What follows belongs to an exercise in optimizing a design on an open flow for a short achievable clock period and few clock cycles per item; a production flow would make more cautious choices. In this exercise RTL edits were held to simulation tests only and were not proved equivalent to the original. Power is estimated from default activity; no workload was simulated.

`flow/constraint.sdc`:
```
create_clock -name core_clock -period 8.0 [get_ports {i_clk}]
set_input_delay 1.6000 -clock core_clock [delete_from_list [all_inputs] [get_ports {i_clk}]]
set_output_delay 1.6000 -clock core_clock [all_outputs]
set_load 0.01 [all_outputs]
```
`flow/design.v`:
```
`timescale 1ns / 1ps
package dnd_pkg;
    localparam int STORE_DEPTH = 512;
    localparam int NAME_MAX    = 255;
    localparam int LIMIT_W     = 6;
    localparam logic [LIMIT_W-1:0] LIMIT_RESET = LIMIT_W'(16);
    localparam logic [7:0]         CHAR_DOT    = 8'h2E;
    localparam logic [1:0] ST_OK    = 2'd0;
    localparam logic [1:0] ST_PTR   = 2'd1;
    localparam logic [1:0] ST_LONG  = 2'd2;
    localparam logic [1:0] ST_RANGE = 2'd3;
    localparam int QD_W = 3;
    localparam int MD_W = 3;
    localparam logic [1:0] B_IDLE = 2'd0;
    localparam logic [1:0] B_WALK = 2'd1;
    localparam logic [1:0] B_PLO  = 2'd2;
endpackage
`timescale 1ns / 1ps
import dnd_pkg::*;
module dnd_walk (
    input  logic                 i_clk,
    input  logic                 i_rst_n,
    input  logic                 i_in_valid,
    output logic                 o_in_ready,
    input  logic                 i_in_op,
    input  logic [8:0]           i_in_address,
    input  logic [7:0]           i_in_byte,
    input  logic [LIMIT_W-1:0]   i_limit,
    input  logic [1:0][5:0]      i_head,
    input  logic [1:0]           i_meta_room,
    output logic [1:0]           o_wa_en,
    output logic [1:0][31:0]     o_wa_word,
    output logic [1:0][7:0]      o_wa_lane,
    output logic [1:0][7:0]      o_wa_ch,
    output logic [1:0]           o_wb_en,
    output logic [1:0][31:0]     o_wb_word,
    output logic [1:0][7:0]      o_wb_lane,
    output logic [1:0][7:0]      o_wb_ch,
    output logic [1:0]           o_m_push,
    output logic [1:0][7:0]      o_m_len,
    output logic [1:0][8:0]      o_m_cons,
    output logic [1:0][1:0]      o_m_status
);
    localparam int QD = 2 ** QD_W;
    logic       r_ready;
    logic       r_iv;
    logic       r_iop;
    logic [8:0] r_ia;
    logic [7:0] r_ib;
    logic [7:0] r_ia_hi, r_ia_mid, r_ia_lo;    
    logic       r_pend;      
    logic       r_dirty;     
    logic       r_tog;       
    logic [8:0]      q_mem [2][QD];
    logic [QD_W:0]   r_qcnt [2];
    logic [QD_W-1:0] r_qwp [2];
    logic [QD_W-1:0] r_qrp [2];
    logic [QD_W:0]   qcnt_next [2];
    logic in_fire;
    logic i_load, i_dec, i_stuck, i_push;
    logic [1:0] q_pop;
    logic [1:0] active;
    logic q_full, q_full_next;
    logic pend_next, dirty_next, iv_next, iop_next, stuck_next;
    assign o_in_ready = r_ready;
    assign in_fire    = i_in_valid && r_ready;
    assign q_full  = r_qcnt[0][QD_W] || r_qcnt[1][QD_W];
    assign i_load  = r_iv && !r_iop;
    assign i_stuck = r_iop && ((r_pend && r_dirty) || q_full);
    assign i_dec   = r_iv && r_iop;
    assign i_push  = i_dec && !i_stuck;
    for (genvar w = 0; w < 2; w++) begin : g_q
        assign qcnt_next[w] = r_qcnt[w] + (QD_W+1)'(i_push && r_tog == 1'(w)) - (QD_W+1)'(q_pop[w]);
        always_ff @(posedge i_clk) begin
            if (!i_rst_n) begin
                r_qcnt[w] <= '0;
                r_qwp[w]  <= '0;
                r_qrp[w]  <= '0;
            end else begin
                r_qcnt[w] <= qcnt_next[w];
                if (i_push && r_tog == 1'(w)) r_qwp[w] <= r_qwp[w] + 1'b1;
                if (q_pop[w]) r_qrp[w] <= r_qrp[w] + 1'b1;
            end
            if (i_push && r_tog == 1'(w)) q_mem[w][r_qwp[w]] <= r_ia;
        end
    end
    assign q_full_next = r_qcnt[0] >= (QD_W+1)'(QD - 1) || r_qcnt[1] >= (QD_W+1)'(QD - 1);
    assign dirty_next  = i_load || (r_pend && r_dirty);
    assign pend_next   = i_push || r_qcnt[0] != '0 || r_qcnt[1] != '0 || active != 2'b00;
    assign iv_next     = in_fire || (r_iv && i_stuck);
    assign iop_next    = in_fire ? i_in_op : r_iop;
    assign stuck_next  = (pend_next && dirty_next) || q_full_next;
    always_ff @(posedge i_clk) begin
        if (!i_rst_n) begin
            r_ready <= 1'b1;
            r_iv    <= 1'b0;
            r_pend  <= 1'b0;
            r_dirty <= 1'b1;
            r_tog   <= 1'b0;
        end else begin
            r_ready <= !(iv_next && iop_next && stuck_next);
            r_iv    <= iv_next;
            r_pend  <= pend_next;
            r_dirty <= dirty_next;
            if (i_push) r_tog <= !r_tog;
        end
        if (in_fire) begin
            r_iop    <= i_in_op;
            r_ia     <= i_in_address;
            r_ib     <= i_in_byte;
            r_ia_hi  <= i_in_op ? 8'd0 : 8'd1 << i_in_address[8:6];
            r_ia_mid <= 8'd1 << i_in_address[5:3];
            r_ia_lo  <= 8'd1 << i_in_address[2:0];
        end
    end
    logic [STORE_DEPTH*8-1:0] m_st;
    logic [STORE_DEPTH*8-1:0] s_st;
    for (genvar k = 0; k < STORE_DEPTH; k++) begin : g_store
        always_ff @(posedge i_clk) begin
            if (r_iv && r_ia_hi[k/64] && r_ia_mid[(k/8)%8] && r_ia_lo[k%8]) m_st[k*8 +: 8] <= r_ib;
            if (!r_pend) s_st[k*8 +: 8] <= m_st[k*8 +: 8];
        end
    end
    for (genvar w = 0; w < 2; w++) begin : g_w
        dnd_walker u_walker (
            .i_clk         (i_clk),
            .i_rst_n       (i_rst_n),
            .i_store       (s_st),
            .i_limit       (i_limit),
            .i_q_valid     (r_qcnt[w] != '0),
            .i_q_addr      (q_mem[w][r_qrp[w]]),
            .o_q_pop       (q_pop[w]),
            .o_active      (active[w]),
            .i_head        (i_head[w]),
            .i_meta_room   (i_meta_room[w]),
            .o_wa_en       (o_wa_en[w]),
            .o_wa_word     (o_wa_word[w]),
            .o_wa_lane     (o_wa_lane[w]),
            .o_wa_ch       (o_wa_ch[w]),
            .o_wb_en       (o_wb_en[w]),
            .o_wb_word     (o_wb_word[w]),
            .o_wb_lane     (o_wb_lane[w]),
            .o_wb_ch       (o_wb_ch[w]),
            .o_m_push      (o_m_push[w]),
            .o_m_len       (o_m_len[w]),
            .o_m_cons      (o_m_cons[w]),
            .o_m_status    (o_m_status[w])
        );
    end
endmodule
module dnd_walker (
    input  logic                       i_clk,
    input  logic                       i_rst_n,
    input  logic [STORE_DEPTH*8-1:0]   i_store,
    input  logic [LIMIT_W-1:0]         i_limit,
    input  logic                       i_q_valid,
    input  logic [8:0]                 i_q_addr,
    output logic                       o_q_pop,
    output logic                       o_active,
    input  logic [5:0]                 i_head,
    input  logic                       i_meta_room,
    output logic                       o_wa_en,
    output logic [31:0]                o_wa_word,    
    output logic [7:0]                 o_wa_lane,    
    output logic [7:0]                 o_wa_ch,
    output logic                       o_wb_en,
    output logic [31:0]                o_wb_word,
    output logic [7:0]                 o_wb_lane,
    output logic [7:0]                 o_wb_ch,
    output logic                       o_m_push,
    output logic [7:0]                 o_m_len,
    output logic [8:0]                 o_m_cons,
    output logic [1:0]                 o_m_status
);
    logic [8:0]             r_ra;      
    logic [8:0]             r_ra1;     
    logic                   r_oor;     
    logic                   r_ra_v;
    logic [127:0] r_bk0, r_bk1;
    logic [3:0]   r_bk_hi0, r_bk_hi1;
    logic        r_bk_v;
    logic        r_bk_oor0, r_bk_oor1;
    logic        r_bk_end0, r_bk_end1;
    logic [8:0]  r_bk_d1;
    logic [127:0] bk0, bk1;
    logic [7:0] r_rd0, r_rd1;
    logic       r_rd_v;
    logic       r_rd_oor0, r_rd_oor1;
    logic       r_rd_end0, r_rd_end1;   
    logic [8:0] r_d1;                   
    logic [1:0]         r_st;
    logic [7:0]         r_rem;
    logic               r_rem_nz;   
    logic [7:0]         r_len;
    logic [LIMIT_W-1:0] r_ptrs;
    logic               r_ptr_ok;   
    logic               r_jumped;
    logic [8:0]         r_cons;
    logic [8:0]         r_start;
    logic [5:0]         r_hi;
    logic [8:0]         r_cptr;    
    logic [5:0]         r_wbase;   
    logic [5:0]         r_wend;    
    logic [7:0] rd0, rd1;
    logic [7:0] cptr1;
    assign cptr1 = r_cptr[7:0] + 8'd1;
    for (genvar b = 0; b < 16; b++) begin : g_bk
        assign bk0[b*8 +: 8] = i_store[(b*32 + r_ra[4:0])*8 +: 8];
        assign bk1[b*8 +: 8] = i_store[(b*32 + r_ra1[4:0])*8 +: 8];
    end
    assign rd0 = r_bk0[r_bk_hi0*8 +: 8];
    assign rd1 = r_bk1[r_bk_hi1*8 +: 8];
    logic rem_nz, rem_ge2, len255, len254, len0, ptr_ok;
    logic z0, p0, z1, p1;
    logic walk;
    logic s0_oor, s0_char, s0_zero, s0_ptr, s0_lab;
    logic s0_ptr_go;
    logic s1_on, s1_rem_nz, s1_len255, s1_len0;
    logic s1_oor, s1_char, s1_zero, s1_ptr, s1_lab;
    logic s1_ptr_go;
    logic app0, app1;
    logic fin, fin_ok;
    logic [1:0] fin_st;
    logic plo_go;
    logic start_new;
    logic redirect;
    logic adv;
    logic [8:0] d2, d3;
    assign rem_nz  = r_rem_nz;
    assign rem_ge2 = r_rem[7:1] != 7'd0;
    assign len255  = r_len == 8'd255;
    assign len254  = r_len == 8'd254;
    assign len0    = r_len == 8'd0;
    assign ptr_ok  = r_ptr_ok;
    assign z0      = r_rd0 == 8'd0;
    assign p0      = r_rd0[7:6] == 2'b11;
    assign z1      = r_rd1 == 8'd0;
    assign p1      = r_rd1[7:6] == 2'b11;
    assign d2      = r_d1 + 9'd1;
    assign d3      = r_d1 + 9'd2;
    assign walk    = r_st == B_WALK && r_rd_v;
    assign s0_oor    = walk && r_rd_oor0;
    assign s0_char   = walk && !r_rd_oor0 && rem_nz;
    assign s0_zero   = walk && !r_rd_oor0 && !rem_nz && z0;
    assign s0_ptr    = walk && !r_rd_oor0 && !rem_nz && p0;
    assign s0_lab    = walk && !r_rd_oor0 && !rem_nz && !z0 && !p0;
    assign s0_ptr_go = s0_ptr && !r_rd_end0 && ptr_ok;
    assign app0      = (s0_char && !len255) || (s0_lab && !len255 && !len0);
    assign s1_on     = (s0_char || s0_lab) && !len255;
    assign s1_rem_nz = s0_lab || rem_ge2;
    assign s1_len255 = len254 && app0;
    assign s1_len0   = len0 && !app0;
    assign s1_oor    = s1_on && r_rd_oor1;
    assign s1_char   = s1_on && !r_rd_oor1 && s1_rem_nz;
    assign s1_zero   = s1_on && !r_rd_oor1 && !s1_rem_nz && z1;
    assign s1_ptr    = s1_on && !r_rd_oor1 && !s1_rem_nz && p1;
    assign s1_lab    = s1_on && !r_rd_oor1 && !s1_rem_nz && !z1 && !p1;
    assign s1_ptr_go = s1_ptr && !r_rd_end1 && ptr_ok;
    assign app1      = (s1_char && !s1_len255) || (s1_lab && !s1_len255 && !s1_len0);
    assign plo_go    = r_st == B_PLO && r_rd_v;
    always_comb begin
        fin    = 1'b1;
        fin_st = ST_OK;
        if (s0_oor || (s0_ptr && r_rd_end0) || s1_oor || (s1_ptr && r_rd_end1)) begin
            fin_st = ST_RANGE;
        end else if ((s0_ptr && !ptr_ok) || (s1_ptr && !ptr_ok)) begin
            fin_st = ST_PTR;
        end else if (((s0_char || s0_lab) && len255) || ((s1_char || s1_lab) && s1_len255)) begin
            fin_st = ST_LONG;
        end else if (s0_zero || s1_zero) begin
            fin_st = ST_OK;
        end else begin
            fin = 1'b0;
        end
    end
    assign fin_ok    = s0_zero || s1_zero;
    assign start_new = i_q_valid && (r_st == B_IDLE || fin);
    assign redirect  = start_new || s0_ptr_go || plo_go;
    logic [8:0] tgt_a, tgt_b;
    logic       oor_a, oor_b;
    logic [8:0] ra_next, ra1_next;
    assign tgt_a = {r_rd0[0], r_rd1};
    assign oor_a = r_rd0[5:1] != 5'd0;
    assign tgt_b = {r_hi[0], r_rd0};
    assign oor_b = r_hi[5:1] != 5'd0;
    always_comb begin
        if (start_new) begin
            ra_next = i_q_addr;
        end else if (s0_ptr_go) begin
            ra_next = tgt_a;
        end else if (plo_go) begin
            ra_next = tgt_b;
        end else begin
            ra_next = r_ra + 9'd2;
        end
        if (start_new) begin
            ra1_next = i_q_addr + 9'd1;
        end else if (s0_ptr_go) begin
            ra1_next = tgt_a + 9'd1;
        end else if (plo_go) begin
            ra1_next = tgt_b + 9'd1;
        end else begin
            ra1_next = r_ra1 + 9'd2;
        end
    end
    logic       commit;
    logic       inc;
    logic [5:0] wend_next;
    logic [5:0] wbase_new;
    logic [5:0] used;
    logic [7:0] len_fin;
    logic [8:0] cons_fin;
    assign commit    = fin_ok && (!len0 || app0);
    assign inc       = (r_cptr[2:0] == 3'd0 && (app0 || app1)) || (r_cptr[2:0] == 3'd7 && app0 && app1);
    assign wend_next = inc ? r_wend + 6'd1 : r_wend;
    assign wbase_new = commit ? wend_next : r_wbase;
    assign len_fin   = (app0 && app1) ? r_len + 8'd2 : (app0 || app1) ? r_len + 8'd1 : r_len;
    assign cons_fin  = !fin_ok ? 9'd0 : r_jumped ? r_cons : s0_zero ? r_d1 : d2;
    logic       r_room;
    logic [7:0] len_ahead;
    logic [5:0] wmax;
    assign len_ahead = r_len > 8'd251 ? 8'd254 : r_len + 8'd3;
    assign wmax      = r_wbase + {1'b0, len_ahead[7:3]};
    assign used      = wmax - i_head;
    assign adv       = r_room && i_meta_room;
    assign o_q_pop  = adv && start_new;
    assign o_active = r_st != B_IDLE;
    always_ff @(posedge i_clk) begin
        if (!i_rst_n) begin
            r_st     <= B_IDLE;
            r_ra_v   <= 1'b0;
            r_bk_v   <= 1'b0;
            r_rd_v   <= 1'b0;
            r_wbase  <= '0;
            o_wa_en  <= 1'b0;
            o_wb_en  <= 1'b0;
            o_m_push <= 1'b0;
            r_room   <= 1'b0;
        end else begin
            r_room   <= !used[5];
            o_wa_en  <= adv && (app0 || app1);
            o_wb_en  <= adv && app0 && app1;
            o_m_push <= adv && fin;
            if (adv) begin
                if (start_new) begin
                    r_st <= B_WALK;
                end else if (fin) begin
                    r_st <= B_IDLE;
                end else if (s1_ptr_go) begin
                    r_st <= B_PLO;
                end else if (plo_go) begin
                    r_st <= B_WALK;
                end
                if (redirect) begin
                    r_ra_v <= 1'b1;
                    r_bk_v <= 1'b0;
                    r_rd_v <= 1'b0;
                end else if (fin) begin
                    r_ra_v <= 1'b0;
                    r_bk_v <= 1'b0;
                    r_rd_v <= 1'b0;
                end else begin
                    r_bk_v <= r_ra_v;
                    r_rd_v <= r_bk_v;
                end
                r_wbase <= wbase_new;
            end
        end
        if (adv) begin
            r_ra     <= ra_next;
            r_ra1    <= ra1_next;
            if (start_new) begin
                r_oor <= 1'b0;
            end else if (s0_ptr_go) begin
                r_oor <= oor_a;
            end else if (plo_go) begin
                r_oor <= oor_b;
            end else begin
                r_oor <= r_oor || r_ra >= 9'd510;
            end
            r_bk0     <= bk0;
            r_bk1     <= bk1;
            r_bk_hi0  <= r_ra[8:5];
            r_bk_hi1  <= r_ra1[8:5];
            r_bk_oor0 <= r_oor;
            r_bk_oor1 <= r_oor || r_ra == 9'd511;
            r_bk_end0 <= r_ra == 9'd511;
            r_bk_end1 <= r_ra == 9'd510;
            r_bk_d1   <= r_ra - r_start + 9'd1;
            r_rd0     <= rd0;
            r_rd1     <= rd1;
            r_rd_oor0 <= r_bk_oor0;
            r_rd_oor1 <= r_bk_oor1;
            r_rd_end0 <= r_bk_end0;
            r_rd_end1 <= r_bk_end1;
            r_d1      <= r_bk_d1;
            if (start_new) begin
                r_rem    <= 8'd0;
                r_rem_nz <= 1'b0;
                r_len    <= 8'd0;
                r_ptrs   <= '0;
                r_ptr_ok <= i_limit != '0;
                r_jumped <= 1'b0;
                r_cons   <= 9'd0;
                r_start  <= i_q_addr;
                r_cptr   <= {wbase_new, 3'b000};
                r_wend   <= wbase_new;
            end else begin
                if (s1_char) begin
                    r_rem    <= s0_lab ? r_rd0 - 8'd1 : r_rem - 8'd2;
                    r_rem_nz <= s0_lab ? r_rd0 != 8'd1 : r_rem != 8'd2;
                end else if (s1_lab) begin
                    r_rem    <= r_rd1;
                    r_rem_nz <= 1'b1;
                end else if (s0_char) begin
                    r_rem    <= r_rem - 8'd1;
                    r_rem_nz <= r_rem != 8'd1;
                end else if (s0_lab) begin
                    r_rem    <= r_rd0;
                    r_rem_nz <= 1'b1;
                end
                r_len  <= fin ? 8'd0 : len_fin;
                if (fin) begin
                    r_cptr <= {wbase_new, 3'b000};
                    r_wend <= wbase_new;
                end else begin
                    r_cptr <= (app0 && app1) ? r_cptr + 9'd2 : (app0 || app1) ? r_cptr + 9'd1 : r_cptr;
                    r_wend <= wend_next;
                end
                if (s0_ptr_go || s1_ptr_go) begin
                    r_ptrs   <= r_ptrs + 1'b1;
                    r_ptr_ok <= r_ptrs + 1'b1 < i_limit;
                    r_jumped <= 1'b1;
                end
                if (!r_jumped && s0_ptr_go) r_cons <= d2;
                if (!r_jumped && s1_ptr_go) r_cons <= d3;
                if (s1_ptr_go) r_hi <= r_rd1[5:0];
            end
            o_wa_word  <= 32'd1 << r_cptr[7:3];
            o_wa_lane  <= 8'd1 << r_cptr[2:0];
            o_wb_word  <= 32'd1 << cptr1[7:3];
            o_wb_lane  <= 8'd1 << cptr1[2:0];
            o_wa_ch    <= app0 ? (s0_lab ? CHAR_DOT : r_rd0) : (s1_lab ? CHAR_DOT : r_rd1);
            o_wb_ch    <= s1_lab ? CHAR_DOT : r_rd1;
            o_m_len    <= len_fin;
            o_m_cons   <= cons_fin;
            o_m_status <= fin_st;
        end
        if (!i_rst_n) begin
            r_cptr <= 9'd0;
            r_wend <= 6'd0;
        end
    end
endmodule
`timescale 1ns / 1ps
import dnd_pkg::*;
module dnd_nbuf (
    input  logic        i_clk,
    input  logic        i_rst_n,
    input  logic        i_wa_en,
    input  logic [31:0] i_wa_word,
    input  logic [7:0]  i_wa_lane,
    input  logic [7:0]  i_wa_ch,
    input  logic        i_wb_en,
    input  logic [31:0] i_wb_word,
    input  logic [7:0]  i_wb_lane,
    input  logic [7:0]  i_wb_ch,
    input  logic        i_m_push,
    input  logic [7:0]  i_m_len,
    input  logic [8:0]  i_m_cons,
    input  logic [1:0]  i_m_status,
    output logic [5:0]  o_head,
    output logic        o_meta_room,
    output logic        o_have,
    output logic        o_single,
    output logic        o_is_last,
    output logic [2:0]  o_lastlane,
    output logic [8:0]  o_cons,
    output logic [1:0]  o_status,
    output logic [63:0] o_word,
    input  logic        i_take
);
    localparam int MD = 2 ** MD_W;
    logic [2047:0] nb;
    for (genvar c = 0; c < 256; c++) begin : g_char
        always_ff @(posedge i_clk) begin
            if (i_wa_en && i_wa_word[c/8] && i_wa_lane[c%8]) begin
                nb[c*8 +: 8] <= i_wa_ch;
            end else if (i_wb_en && i_wb_word[c/8] && i_wb_lane[c%8]) begin
                nb[c*8 +: 8] <= i_wb_ch;
            end
        end
    end
    logic            mf_single [MD];
    logic [4:0]      mf_nwm1   [MD];
    logic [2:0]      mf_ll     [MD];
    logic [8:0]      mf_cons   [MD];
    logic [1:0]      mf_st     [MD];
    logic [MD_W:0]   r_mcnt;
    logic [MD_W-1:0] r_mwp, r_mrp;
    logic            r_fv;         
    logic            r_fsingle;
    logic [4:0]      r_fleft;      
    logic            r_flast;      
    logic [2:0]      r_fll;
    logic [8:0]      r_fcons;
    logic [1:0]      r_fst;
    logic [5:0]      r_head;
    logic            fload;        
    assign o_have      = r_fv;
    assign o_single    = r_fsingle;
    assign o_is_last   = r_flast;
    assign o_lastlane  = r_fll;
    assign o_cons      = r_fcons;
    assign o_status    = r_fst;
    assign o_word      = nb[r_head[4:0]*64 +: 64];
    assign o_head      = r_head;
    assign fload       = r_mcnt != '0 && (!r_fv || (i_take && r_flast));
    always_ff @(posedge i_clk) begin
        o_meta_room <= r_mcnt <= (MD_W+1)'(MD - 2);
    end
    always_ff @(posedge i_clk) begin
        if (i_m_push) begin
            mf_single[r_mwp] <= i_m_status != ST_OK || i_m_len == 8'd0;
            mf_nwm1[r_mwp]   <= 5'((i_m_len - 8'd1) >> 3);
            mf_ll[r_mwp]     <= i_m_len[2:0];
            mf_cons[r_mwp]   <= i_m_cons;
            mf_st[r_mwp]     <= i_m_status;
        end
        if (fload) begin
            r_fsingle <= mf_single[r_mrp];
            r_fleft   <= mf_single[r_mrp] ? 5'd0 : mf_nwm1[r_mrp];
            r_flast   <= mf_single[r_mrp] || mf_nwm1[r_mrp] == 5'd0;
            r_fll     <= mf_ll[r_mrp];
            r_fcons   <= mf_cons[r_mrp];
            r_fst     <= mf_st[r_mrp];
        end else if (i_take) begin
            r_fleft <= r_fleft - 5'd1;
            r_flast <= r_fleft == 5'd1;
        end
    end
    always_ff @(posedge i_clk) begin
        if (!i_rst_n) begin
            r_mcnt <= '0;
            r_mwp  <= '0;
            r_mrp  <= '0;
            r_head <= '0;
            r_fv   <= 1'b0;
        end else begin
            r_mcnt <= r_mcnt + (MD_W+1)'(i_m_push) - (MD_W+1)'(fload);
            if (i_m_push) r_mwp <= r_mwp + 1'b1;
            if (fload)    r_mrp <= r_mrp + 1'b1;
            if (fload) begin
                r_fv <= 1'b1;
            end else if (i_take && r_flast) begin
                r_fv <= 1'b0;
            end
            if (i_take && !r_fsingle) r_head <= r_head + 1'b1;
        end
    end
endmodule
module dnd_emit (
    input  logic             i_clk,
    input  logic             i_rst_n,
    input  logic [1:0]       i_wa_en,
    input  logic [1:0][31:0] i_wa_word,
    input  logic [1:0][7:0]  i_wa_lane,
    input  logic [1:0][7:0]  i_wa_ch,
    input  logic [1:0]       i_wb_en,
    input  logic [1:0][31:0] i_wb_word,
    input  logic [1:0][7:0]  i_wb_lane,
    input  logic [1:0][7:0]  i_wb_ch,
    input  logic [1:0]       i_m_push,
    input  logic [1:0][7:0]  i_m_len,
    input  logic [1:0][8:0]  i_m_cons,
    input  logic [1:0][1:0]  i_m_status,
    output logic [1:0][5:0]  o_head,
    output logic [1:0]       o_meta_room,
    input  logic             i_out_ready,
    output logic             o_out_valid,
    output logic [63:0]      o_name_chars,
    output logic [3:0]       o_char_count,
    output logic             o_last,
    output logic [8:0]       o_consumed,
    output logic [1:0]       o_status
);
    logic [1:0]       have, single, is_last;
    logic [1:0][2:0]  lastlane;
    logic [1:0][8:0]  cons;
    logic [1:0][1:0]  status;
    logic [1:0][63:0] word;
    logic [1:0]       btake;
    logic        r_cur;       
    logic        take;        
    logic        stake;       
    logic        c_have, c_single, c_last;
    logic [2:0]  c_ll;
    logic [63:0] lane_mask;
    logic        r_sv;
    logic [63:0] r_schars;     
    logic        r_ssingle;
    logic [2:0]  r_sll;
    logic [3:0]  r_scount;
    logic        r_slast;
    logic [8:0]  r_scons;
    logic [1:0]  r_sstatus;
    for (genvar w = 0; w < 2; w++) begin : g_b
        dnd_nbuf u_nbuf (
            .i_clk        (i_clk),
            .i_rst_n      (i_rst_n),
            .i_wa_en      (i_wa_en[w]),
            .i_wa_word    (i_wa_word[w]),
            .i_wa_lane    (i_wa_lane[w]),
            .i_wa_ch      (i_wa_ch[w]),
            .i_wb_en      (i_wb_en[w]),
            .i_wb_word    (i_wb_word[w]),
            .i_wb_lane    (i_wb_lane[w]),
            .i_wb_ch      (i_wb_ch[w]),
            .i_m_push     (i_m_push[w]),
            .i_m_len      (i_m_len[w]),
            .i_m_cons     (i_m_cons[w]),
            .i_m_status   (i_m_status[w]),
            .o_head       (o_head[w]),
            .o_meta_room  (o_meta_room[w]),
            .o_have       (have[w]),
            .o_single     (single[w]),
            .o_is_last    (is_last[w]),
            .o_lastlane   (lastlane[w]),
            .o_cons       (cons[w]),
            .o_status     (status[w]),
            .o_word       (word[w]),
            .i_take       (btake[w])
        );
        assign btake[w] = stake && c_have && r_cur == 1'(w);
    end
    assign take     = !o_out_valid || i_out_ready;
    assign stake    = !r_sv || take;
    assign c_have   = have[r_cur];
    assign c_single = single[r_cur];
    assign c_last   = is_last[r_cur];
    assign c_ll     = lastlane[r_cur];
    always_comb begin
        for (int l = 0; l < 8; l++) begin
            lane_mask[l*8 +: 8] = r_ssingle ? 8'h00
                                : (!r_slast || r_sll == 3'd0 || 3'(l) < r_sll) ? 8'hFF : 8'h00;
        end
    end
    always_ff @(posedge i_clk) begin
        if (!i_rst_n) begin
            r_cur       <= 1'b0;
            r_sv        <= 1'b0;
            o_out_valid <= 1'b0;
        end else begin
            if (stake) begin
                r_sv <= c_have;
                if (c_have && c_last) r_cur <= !r_cur;
            end
            if (take) begin
                o_out_valid <= r_sv;
            end
        end
        if (stake && c_have) begin
            r_schars  <= word[r_cur];
            r_ssingle <= c_single;
            r_sll     <= c_ll;
            r_scount  <= c_single ? 4'd0 : (c_last && c_ll != 3'd0) ? {1'b0, c_ll} : 4'd8;
            r_slast   <= c_last;
            r_scons   <= c_last ? cons[r_cur] : 9'd0;
            r_sstatus <= c_last ? status[r_cur] : ST_OK;
        end
        if (take && r_sv) begin
            o_name_chars <= r_schars & lane_mask;
            o_char_count <= r_scount;
            o_last       <= r_slast;
            o_consumed   <= r_scons;
            o_status     <= r_sstatus;
        end
    end
endmodule
`timescale 1ns / 1ps
import dnd_pkg::*;
module dns_name_decompressor (
    input  logic                        i_clk,
    input  logic                        i_rst_n,
    input  logic                        i_in_valid,
    output logic                        o_in_ready,
    input  logic                        i_in_op,
    input  logic [8:0]                  i_in_address,
    input  logic [7:0]                  i_in_byte,
    output logic                        o_out_valid,
    input  logic                        i_out_ready,
    output logic [63:0]                 o_name_chars,
    output logic [3:0]                  o_char_count,
    output logic                        o_last,
    output logic [8:0]                  o_consumed,
    output logic [1:0]                  o_status,
    input  logic                        i_cfg_we,
    input  logic [5:0]                  i_cfg_data
);
    logic [LIMIT_W-1:0] r_limit;
    logic [1:0]      wa_en, wb_en;
    logic [1:0][31:0] wa_word, wb_word;
    logic [1:0][7:0]  wa_lane, wb_lane;
    logic [1:0][7:0] wa_ch, wb_ch;
    logic [1:0]      m_push;
    logic [1:0][7:0] m_len;
    logic [1:0][8:0] m_cons;
    logic [1:0][1:0] m_status;
    logic [1:0][5:0] head;
    logic [1:0]      meta_room;
    always_ff @(posedge i_clk) begin
        if (!i_rst_n) begin
            r_limit <= LIMIT_RESET;
        end else if (i_cfg_we) begin
            r_limit <= i_cfg_data;
        end
    end
    dnd_walk u_walk (
        .i_clk        (i_clk),
        .i_rst_n      (i_rst_n),
        .i_in_valid   (i_in_valid),
        .o_in_ready   (o_in_ready),
        .i_in_op      (i_in_op),
        .i_in_address (i_in_address),
        .i_in_byte    (i_in_byte),
        .i_limit      (r_limit),
        .i_head       (head),
        .i_meta_room  (meta_room),
        .o_wa_en      (wa_en),
        .o_wa_word    (wa_word),
        .o_wa_lane    (wa_lane),
        .o_wa_ch      (wa_ch),
        .o_wb_en      (wb_en),
        .o_wb_word    (wb_word),
        .o_wb_lane    (wb_lane),
        .o_wb_ch      (wb_ch),
        .o_m_push     (m_push),
        .o_m_len      (m_len),
        .o_m_cons     (m_cons),
        .o_m_status   (m_status)
    );
    dnd_emit u_emit (
        .i_clk        (i_clk),
        .i_rst_n      (i_rst_n),
        .i_wa_en      (wa_en),
        .i_wa_word    (wa_word),
        .i_wa_lane    (wa_lane),
        .i_wa_ch      (wa_ch),
        .i_wb_en      (wb_en),
        .i_wb_word    (wb_word),
        .i_wb_lane    (wb_lane),
        .i_wb_ch      (wb_ch),
        .i_m_push     (m_push),
        .i_m_len      (m_len),
        .i_m_cons     (m_cons),
        .i_m_status   (m_status),
        .o_head       (head),
        .o_meta_room  (meta_room),
        .i_out_ready  (i_out_ready),
        .o_out_valid  (o_out_valid),
        .o_name_chars (o_name_chars),
        .o_char_count (o_char_count),
        .o_last       (o_last),
        .o_consumed   (o_consumed),
        .o_status     (o_status)
    );
endmodule
```
`flow/config.mk`:
```
export PLATFORM = sky130hd
export DESIGN_NAME = dns_name_decompressor
export DESIGN_NICKNAME = dns_name_decompressor
export VERILOG_FILES = /design/flow/design.v
export SDC_FILE = /design/flow/constraint.sdc
export NUM_CORES = 4
export LEC_CHECK = 0
export CAP_MARGIN = 30
export CORE_MARGIN = 2
export CORE_UTILIZATION = 40
export CTS_CLUSTER_DIAMETER = 100
export CTS_CLUSTER_SIZE = 20
export GPL_ROUTABILITY_DRIVEN = 1
export GPL_TIMING_DRIVEN = 1
export PLACE_DENSITY = 0.55
export SETUP_SLACK_MARGIN = 4.5
export SLEW_MARGIN = 45
```
`flow/run.sh`:
```
#!/bin/bash
# synth_recipe.tcl (not shown) runs the flow's synth.tcl, then flattens the netlist and writes it again
# the make line also repeats each setting of config.mk as NAME=value (left out here)
make -C /OpenROAD-flow-scripts/flow DESIGN_CONFIG=/design/flow/config.mk WORK_HOME=/design/flow/orfs CLKGATE_MAP_FILE= SYNTH_SCRIPT=/design/flow/synth_recipe.tcl finish
```
==> results of run 1 <==
-- through the flow --
step                worst slack, ps  hold slack, ps  util (%)  power [mW]  area (um2)
global route                   3890             369      43.7         243      724000
global placement               2050             400      41.7         188      690000
CTS                            3890             342      43.5         235      721000
detailed placement             2480             405      41.9         190      694000
floorplan                    -54470             400         -         133      664000
finish                         3980             344      43.7         237      725000
-- what timing repair did --
item                                    4_1_cts  5_1_grt
gates resized for setup                     688      160
buffers inserted                            114       58
cloned                                       87       26
endpoints found under the setup margin      939      350
pin swaps                                    44       40
endpoints found under the hold margin         0        0
-- state kept, by name, indices dropped and copies added, names as in the netlist, 18 cells and up, named ones only --
name	count
u_walk.g_w.u_walker.r_d1	18
u_emit.g_b.u_nbuf.nb	4096
u_walk.s_st	4096
u_walk.m_st	4096
u_emit.o_name_chars	64
u_walk.g_w.u_walker.r_start	18
u_walk.g_w.u_walker.r_cons	18
u_walk.g_w.u_walker.r_ra1	18
u_walk.q_mem	144
u_walk.g_w.u_walker.o_wb_word	64
u_walk.g_w.u_walker.r_bk1	256
u_emit.g_b.u_nbuf.mf_cons	144
u_walk.g_w.u_walker.o_m_cons	18
u_walk.g_w.u_walker.o_wa_word	64
u_emit.g_b.u_nbuf.mf_nwm1	80
u_walk.g_w.u_walker.r_bk_d1	18
u_walk.g_w.u_walker.r_bk0	256
u_emit.r_schars	64
u_emit.g_b.u_nbuf.mf_st	32
u_emit.g_b.u_nbuf.r_fcons	18
u_walk.g_w.u_walker.r_ra	18
u_emit.g_b.u_nbuf.mf_ll	48
-- where the power goes --
| part | total [mW] | internal (mW) | switching, mW |
|---|---|---|---|
| logic | 90.1 | 38.7 | 51.4 |
| registers | 103 | 95.1 | 8.19 |
| clock network | 43.2 | 18.5 | 24.7 |
-- cells in the mapped netlist (all sizes together) (19+ instances only) --
cell    instances  area [um2]
clkbuf       2399        9010
a21oi         231        1160
mux2i         218        2180
mux2         4398       49500
or3            20         125
o221ai         38         339
xor2          108         946
a31oi          27         190
nor3           83         415
xnor2         140        1230
o211ai         31         246
and2          742        4640
nand3          95         475
inv           176         661
nand4          31         194
o21ai         111         559
nor4           23         150
nor2          484        1820
ha            145        1810
and3           86         538
buf           584        2230
dfxtp         138        2760
o22ai          24         150
or2            19         119
edfxtp      14000      420000
nor2b         115         719
mux4         6608      149000
a211oi        151        1130
nand2        2509        9420
nand2b         41         257
-- layer usage --
layer | vias to the layer above | wire, um | share of wire, %
li1 | 139000 | - | -
met1 | 197000 | 894000 | 40
met2 | 20100 | 1050000 | 46
met3 | 3561 | 221000 | 9.8
met4 | 112 | 98800 | 4.4
met5 | - | 784 | 0.035
-- cell families (layout without fill, tap and decap cells) --
logic type / Yosys count / after routing / synth area share (%)
adders and majority gates: 159 / 159 / 0.316
muxes: 11200 / 11200 / 30.2
buffers and inverters: 3164 / 2505 / 1.80
and+or+nand+nor: 4322 / 4322 / 2.94
AOI/OAI and AO/OA: 751 / 751 / 0.745
DFF: 14100 / 14100 / 63.7
xor gates and xnor gates: 248 / 248 / 0.327
other: 0 / 345 / 0
-- path summary, 6_finish.rpt --
| kind | to | slack (ps) |
|---|---|---|
| max | o_consumed[7] | 3980 |
| min | u_walk.s_st[2708] | 340 |
| max reg2reg | u_walk.r_qcnt[1][2] | 4000 |
| min reg2reg | u_walk.s_st[2708] | 340 |
-- area by class of cell --
class / instances / share of cell area (%)
clock buffers: 885 / 2.82
diodes: 345 / 0.119
flip-flops and latches: 14100 / 58.3
inverters: 181 / 0.102
multi-input cells: 16700 / 32.0
repair buffers: 1343 / 2.69
clock inverters: 92 / 0.180
well taps: 22100 / 3.81
repair inverters: 4 / 0.00570
==> summary.md, run 1 <==
### Critical path
* **Crit Path Category** reg -> out
* **biggest fanout along the worst timing path** 1
* **crit path from** u_emit.o_consumed[7]
* **nature of the critical path startpoint** flop
* **count of buffering cells on the critical path with inverters included** 1
* **count of cell instances traversed by the critical path** 1
* **crit-path cells** buf_6
* **reg-to-reg critical path startpoint** u_walk.g_w[1].u_walker.r_rd0[4]
* **CP max stage delay** 880 ps
* **element type at the critical path end** primary output
* **Worst Reg2Reg Path Length in Cells** 15
* **required time at the endpoint of the critical path** 6400 ps
* **cell family with most CP delay** flip-flops
* **Worst Path Arrival** 2420 ps
* **Critical-path top delay cell** sky130_fd_sc_hd__edfxtp_1

### CTS
* **clock insertion delay at the later pin of the skew report** 1360 ps
* **clock tree from TritonCTS** yes
* **clock net sink count** 14100
* **Hold-fix buffers, CTS** 0
* **H-tree Lvls** 6
* **clock root buffer** sky130_fd_sc_hd__clkbuf_16
* **Worst-path clk slew** 80 ps
* **deepest clock path buffer count** 5
* **CTS buffer count** 796

### Floorplan
* **DIE AREA** 1670000 um2
* **Boundary Pins** 111
* **initial standard-cell utilization of the core** 40.1%
* **die boundary height** 1.29 mm
* **Std-Cell Core Area** 1660000 um2
* **standard-cell row count** 473
* **width of the die** 1.29 mm

### Run status
* **run status** finished with violations
* **Blocking Checks** antenna violations

### Pwr
* **Pleak** 228 nW
* **power per unit of standard cell area** 326 nW/um2
* **highest ir drop seen on vdd** 315 uV

### Timing
* **Max Fclk** 0.249 GHz
* **RSZ-0062 raised after global routing** true
* **actual transition at the worst max-transition pin** 971 ps
* **max-slew violation total from the final report** 0
* **final number of setup-violating endpoints** 0
* **minimum period implied by the final worst setup slack** 4020 ps
* **final hold vios** 0
* **Final Cycle Share** 50.3%
* **accumulated negative setup slack** 0 ps
* **worst relative slew slack** 35.2%
* **clock tree skew after final layout** 139 ps

### Logic synthesis
* **share of flip-flops with an asynchronous set or reset** 0%
* **per-instance average area after synthesis** 19.5 um2
* **main flop type after synthesis** sky130_fd_sc_hd__edfxtp_1
* **post-synthesis instance area** 664000 um2
* **count of unique library cells instantiated by Yosys** 93
* **Synth Warn #** 13
* **proportion of synthesized chip area in sequential cells** 63.7%
* **Post-Synthesis Cells** 34000
* **number of enable-type register cells in the synthesized netlist** 14000
* **number of synthesized register bits** 14100
* **Post-Synthesis Net Count** 34200

### Place
* **Placed Instances** 54100
* **global placement routability congestion** 0.857
* **final HPWL from detailed placement** 1390 mm
* **total of buffers placed on input and output ports** 110

### Route
* **Antenna Violating Nets Remaining** 2
* **Routed wire per std cell** 40.6 um
* **post-detailed-route DRC marker count** 0
* **overall via count from detail_route** 360000
* **routed via count divided by cell count** 6.46
* **DRC violation total after the first TritonRoute iteration** 51900
* **overall routed net length** 2260 mm
* **Pre-Repair DR Iteration Count** 6

### Worst hold path
* **depth of the worst hold-timing path** 0
* **source of the worst hold timing path** u_walk.m_st[2708]
* **type of the most critical hold path** reg -> reg

### Final layout
* **final-layout fill cell count** 141000
* **fraction of final layout cells sized beyond drive strength 1** 42.0%
* **sequential cell area** 423000 um2
* **Layout Cells excl Fill** 55800
* **Layout Area Growth over Synthesis** 9.19%
* **leading cell types in the layout, fill and taps excluded** 14000 x sky130_fd_sc_hd__edfxtp_1, 6608 x sky130_fd_sc_hd__mux4_2, 4397 x sky130_fd_sc_hd__mux2_2, 2485 x sky130_fd_sc_hd__nand2_1, 831 x sky130_fd_sc_hd__clkbuf_16
* **most common cell after layout, fill and taps aside** sky130_fd_sc_hd__edfxtp_1
* **multi-input gate area in the final layout** 232000 um2
* **layout net count** 33300

### GRT
* **global router's overall resource usage** 26.3%
* **vias in the first global route** 351000
* **number of antenna violations at the first check in global routing** 301
* **maximum number of pins on one net before global-route repair** 160
* **routing layer with the top usage in global route** met2
* **Global Route met2 Usage** 40.8%
* **met3 track utilization from global routing** 5.80%
* **gr ovfl total** 0
* **met1 track demand over resource** 36.5%
* **first-pass GRT wire length** 3050 mm

### Flow run
* **max_cap viols** 0

Testbench counts, summed over its fixed seeds: cycles 15,989, names 790.
==> inputs of run 2 (changes only) <==
--- a/flow/config.mk
+++ b/flow/config.mk
@@ -10,7 +10,6 @@
 export CORE_UTILIZATION = 40
 export CTS_CLUSTER_DIAMETER = 100
-export CTS_CLUSTER_SIZE = 20
+export CTS_CLUSTER_SIZE = 24
 export GPL_ROUTABILITY_DRIVEN = 1
-export GPL_TIMING_DRIVEN = 1
 export PLACE_DENSITY = 0.55
 export SETUP_SLACK_MARGIN = 4.5
==> run 2 against run 1 <==
The run now finishes clean. Worst hold slack lost 5.9 ps. Register-to-register slack is essentially flat. Total power shrank 0.92%. Combinational power is essentially flat. Count of clock-buffer cells in the layout shrank 108. Sequential share of layout area grew 0.17 points. Maximum frequency shrank 1.2%. Utilization shrank 0.13 points. Clock power shrank 5.1%. Worst setup slack lost 48 ps. Critical path type unchanged. Cell area shrank 0.29%.
==> summary.md, run 2 <==
### Place
* **final HPWL from detailed placement** 1390 mm
* **post-place instance area** 694000 um2
* **global placement routability congestion** 0.857
* **total of buffers placed on input and output ports** 110

### Timing
* **actual transition at the worst max-transition pin** 949 ps
* **accumulated negative setup slack** 0 ps
* **worst relative slew slack** 36.7%
* **clock tree skew after final layout** 120 ps
* **max-slew violation total from the final report** 0
* **Max Fclk** 0.246 GHz
* **minimum period implied by the final worst setup slack** 4070 ps
* **final hold vios** 0
* **final number of setup-violating endpoints** 0
* **Final Cycle Share** 50.9%
* **RSZ-0062 raised after global routing** true

### CTS
* **clock insertion delay at the later pin of the skew report** 1310 ps
* **H-tree Lvls** 6
* **clock root buffer** sky130_fd_sc_hd__clkbuf_16
* **clock tree from TritonCTS** yes
* **Hold-fix buffers, CTS** 0
* **deepest clock path buffer count** 5
* **clock net sink count** 14100
* **CTS buffer count** 688
* **Worst-path clk slew** 100 ps

### Critical path
* **cell family with most CP delay** flip-flops
* **reg-to-reg critical path startpoint** u_walk.g_w[1].u_walker.r_rd0[4]
* **count of buffering cells on the critical path with inverters included** 1
* **CP max stage delay** 940 ps
* **count of cell instances traversed by the critical path** 1
* **Worst Path Arrival** 2470 ps
* **required time at the endpoint of the critical path** 6400 ps
* **Crit Path Category** reg -> out
* **Worst Reg2Reg Path Length in Cells** 16
* **crit path from** u_emit.o_consumed[8]
* **biggest fanout along the worst timing path** 1
* **reg2reg setup slack** 4000 ps
* **crit-path cells** buf_6
* **Critical-path top delay cell** sky130_fd_sc_hd__edfxtp_1
* **element type at the critical path end** primary output
* **nature of the critical path startpoint** flop

### Floorplan
* **standard-cell row count** 473
* **width of the die** 1.29 mm
* **Std-Cell Core Area** 1660000 um2
* **initial standard-cell utilization of the core** 40.1%
* **DIE AREA** 1670000 um2
* **Boundary Pins** 111
* **die boundary height** 1.29 mm

### Route
* **overall via count from detail_route** 360000
* **DRC violation total after the first TritonRoute iteration** 52200
* **overall routed net length** 2260 mm
* **Antenna Violating Nets Remaining** 0
* **Pre-Repair DR Iteration Count** 9
* **post-detailed-route DRC marker count** 0
* **routed via count divided by cell count** 6.46
* **Routed wire per std cell** 40.5 um

### GRT
* **number of antenna violations at the first check in global routing** 293
* **maximum number of pins on one net before global-route repair** 160
* **global router's overall resource usage** 26.3%
* **vias in the first global route** 350000
* **first-pass GRT wire length** 3060 mm
* **gr ovfl total** 0

### Final layout
* **Top Registers** u_emit.g_b.u_nbuf.nb (4096), u_walk.m_st (4096), u_walk.s_st (4096)
* **leading cell types in the layout, fill and taps excluded** 14000 x sky130_fd_sc_hd__edfxtp_1, 6608 x sky130_fd_sc_hd__mux4_2, 4398 x sky130_fd_sc_hd__mux2_2, 2491 x sky130_fd_sc_hd__nand2_1, 714 x sky130_fd_sc_hd__clkbuf_16
* **most common cell after layout, fill and taps aside** sky130_fd_sc_hd__edfxtp_1
* **fraction of final layout cells sized beyond drive strength 1** 41.8%
* **Layout Area Growth over Synthesis** 8.87%
* **layout net count** 33200
* **post-route standard cell area excluding fillers** 723000 um2

### Logic synthesis
* **top cell types by occurrence after synthesis** 14000 x sky130_fd_sc_hd__edfxtp_1, 6608 x sky130_fd_sc_hd__mux4_2, 4398 x sky130_fd_sc_hd__mux2_2
* **portion of synthesized cell area occupied by the leading cell type** 63.2%
* **count of unique library cells instantiated by Yosys** 93
* **number of synthesized register bits** 14100
* **top cell type by total area after synthesis** sky130_fd_sc_hd__edfxtp_1
* **Synth Warn #** 13
* **proportion of synthesized chip area in sequential cells** 63.7%
* **post-synthesis instance area** 664000 um2
* **share of flip-flops with an asynchronous set or reset** 0%
* **leading cell types by total area after synthesis** sky130_fd_sc_hd__edfxtp_1 63%, sky130_fd_sc_hd__mux4_2 22%, sky130_fd_sc_hd__mux2_2 7.5%, sky130_fd_sc_hd__nand2_1 1.4%, sky130_fd_sc_hd__clkbuf_1 1.4%
* **per-instance average area after synthesis** 19.5 um2
* **cell with the most instances after synthesis** sky130_fd_sc_hd__edfxtp_1
* **Post-Synthesis Net Count** 34200
* **main flop type after synthesis** sky130_fd_sc_hd__edfxtp_1
* **number of enable-type register cells in the synthesized netlist** 14000
* **Post-Synthesis Cells** 34000

### Pwr
* **Pleak** 227 nW
* **power per unit of standard cell area** 324 nW/um2
* **post-layout total power** 234 mW
* **highest ir drop seen on vdd** 326 uV

### Run status
* **run status** no timing/DRC/antenna violations

### Worst hold path
* **type of the most critical hold path** reg -> reg
* **source of the worst hold timing path** u_walk.m_st[2935]
* **depth of the worst hold-timing path** 0

### Flow run
* **max_cap viols** 0

[run 2: changes by cell type in the layout (fill, tap and decap cells not counted), moves of 6 or more]
cell,delta
sky130_fd_sc_hd__buf_6,-6
sky130_fd_sc_hd__buf_4,+7
sky130_fd_sc_hd__bufinv_16,+9
sky130_fd_sc_hd__clkinv_4,+10
sky130_fd_sc_hd__clkinv_2,+12
sky130_fd_sc_hd__clkbuf_16,-117
sky130_fd_sc_hd__inv_6,+16
sky130_fd_sc_hd__diode_2,+20
sky130_fd_sc_hd__bufbuf_16,+10
sky130_fd_sc_hd__nand2_1,+6
sky130_fd_sc_hd__clkinv_16,-6
[run 2: cell type report]
cell class | count | area [um2]
Antenna cell | 365 | 913
Multi-Input combinational cell | 16700 | 231000
Tap cell | 22100 | 27600
Fill cell | 142000 | 934000
Inverter | 181 | 742
Timing Repair inverter | 3 | 25.0
Timing Repair Buffer | 1346 | 19600
Clock buffer | 777 | 17800
Sequential cell | 14100 | 423000
Clock inverter | 145 | 1760
[run 2: worst paths after layout]
path / end
max: o_consumed[8]
min: u_walk.s_st[2935]
max reg2reg: u_walk.r_qcnt[1][3]
min reg2reg: u_walk.s_st[2935]
[run 2: where the power goes]
group | internal, mW | switching, mW | total, mW | leakage (nW)
sequential | 95.1 | 8.19 | 103 | 132
combinational | 38.7 | 51.4 | 90.1 | 85.8
clock | 16.6 | 24.4 | 41.0 | 9.56
[run 2: metal layers]
layer	vias to the layer above	track usage (%)	routed length [um]	share of wire, %
li1	139000	-	-	-
met1	197000	36.6	894000	40
met2	20200	40.9	1050000	46
met3	3341	5.79	221000	9.8
met4	108	9.93	95500	4.2
met5	-	0	735	0.033
[run 2: what timing repair did]
action	4_1_cts	5_1_grt
gates cloned	95	15
endpoints found under the setup margin	967	321
resized for setup	673	151
setup buffers	105	65
pin swaps	41	38
[run 2: cell families after synthesis]
| logic type | count (synthesis) | synth area share, % |
|---|---|---|
| flip-flops | 14100 | 63.7 |
| multiplexers | 11200 | 30.2 |
| AND/OR/NAND/NOR | 4322 | 2.94 |
| buffers and inverters | 3164 | 1.80 |
| AO/OA/AOI/OAI | 751 | 0.745 |
| XOR/XNOR | 248 | 0.327 |
| adder cells (fa/ha/maj) | 159 | 0.316 |
[run 2: metrics by stage]
step | setup WS (ps) | cells | utilization, % | hold slack, ps
after floorplan | -54470 | 34000 | - | 400
after global placement | 2050 | 54000 | 41.7 | 400
after detailed placement | 2480 | 54100 | 41.9 | 405
after CTS | 3870 | 55200 | 43.4 | 325
after global routing | 3910 | 55500 | 43.6 | 351
final | 3930 | 55700 | 43.6 | 338

-- what the ideal ports hide --
How much do the figures lean on ideal ports? The routed layouts below were timed once more, with nothing changed but the port constraints. Step 1 sets driving cells, clkbuf_16 on the clock port and buf_2 on the other inputs (assumed; they add their load-dependent delay and slew). Step 2 moves the port delays by t, midway between the first and last clock arrival at a register: inputs arrive t later, outputs are due t later. That takes back most of the time a late clock gives input paths. Slacks: ideal / step 1 / step 2; pairs: ideal / step 1.
run	t (ns)	setup slack, ns	worst setup path after step 2	cell pins on the clock port's net
run 1	1.478	3.977 / 3.775 / 3.325	input to register	1
run 2	1.436	3.929 / 3.738 / 3.434	input to register	1
For run 1, which loses most, drivers alone change the setup slack by -0.202 ns; drivers and shift together by -0.652 ns.
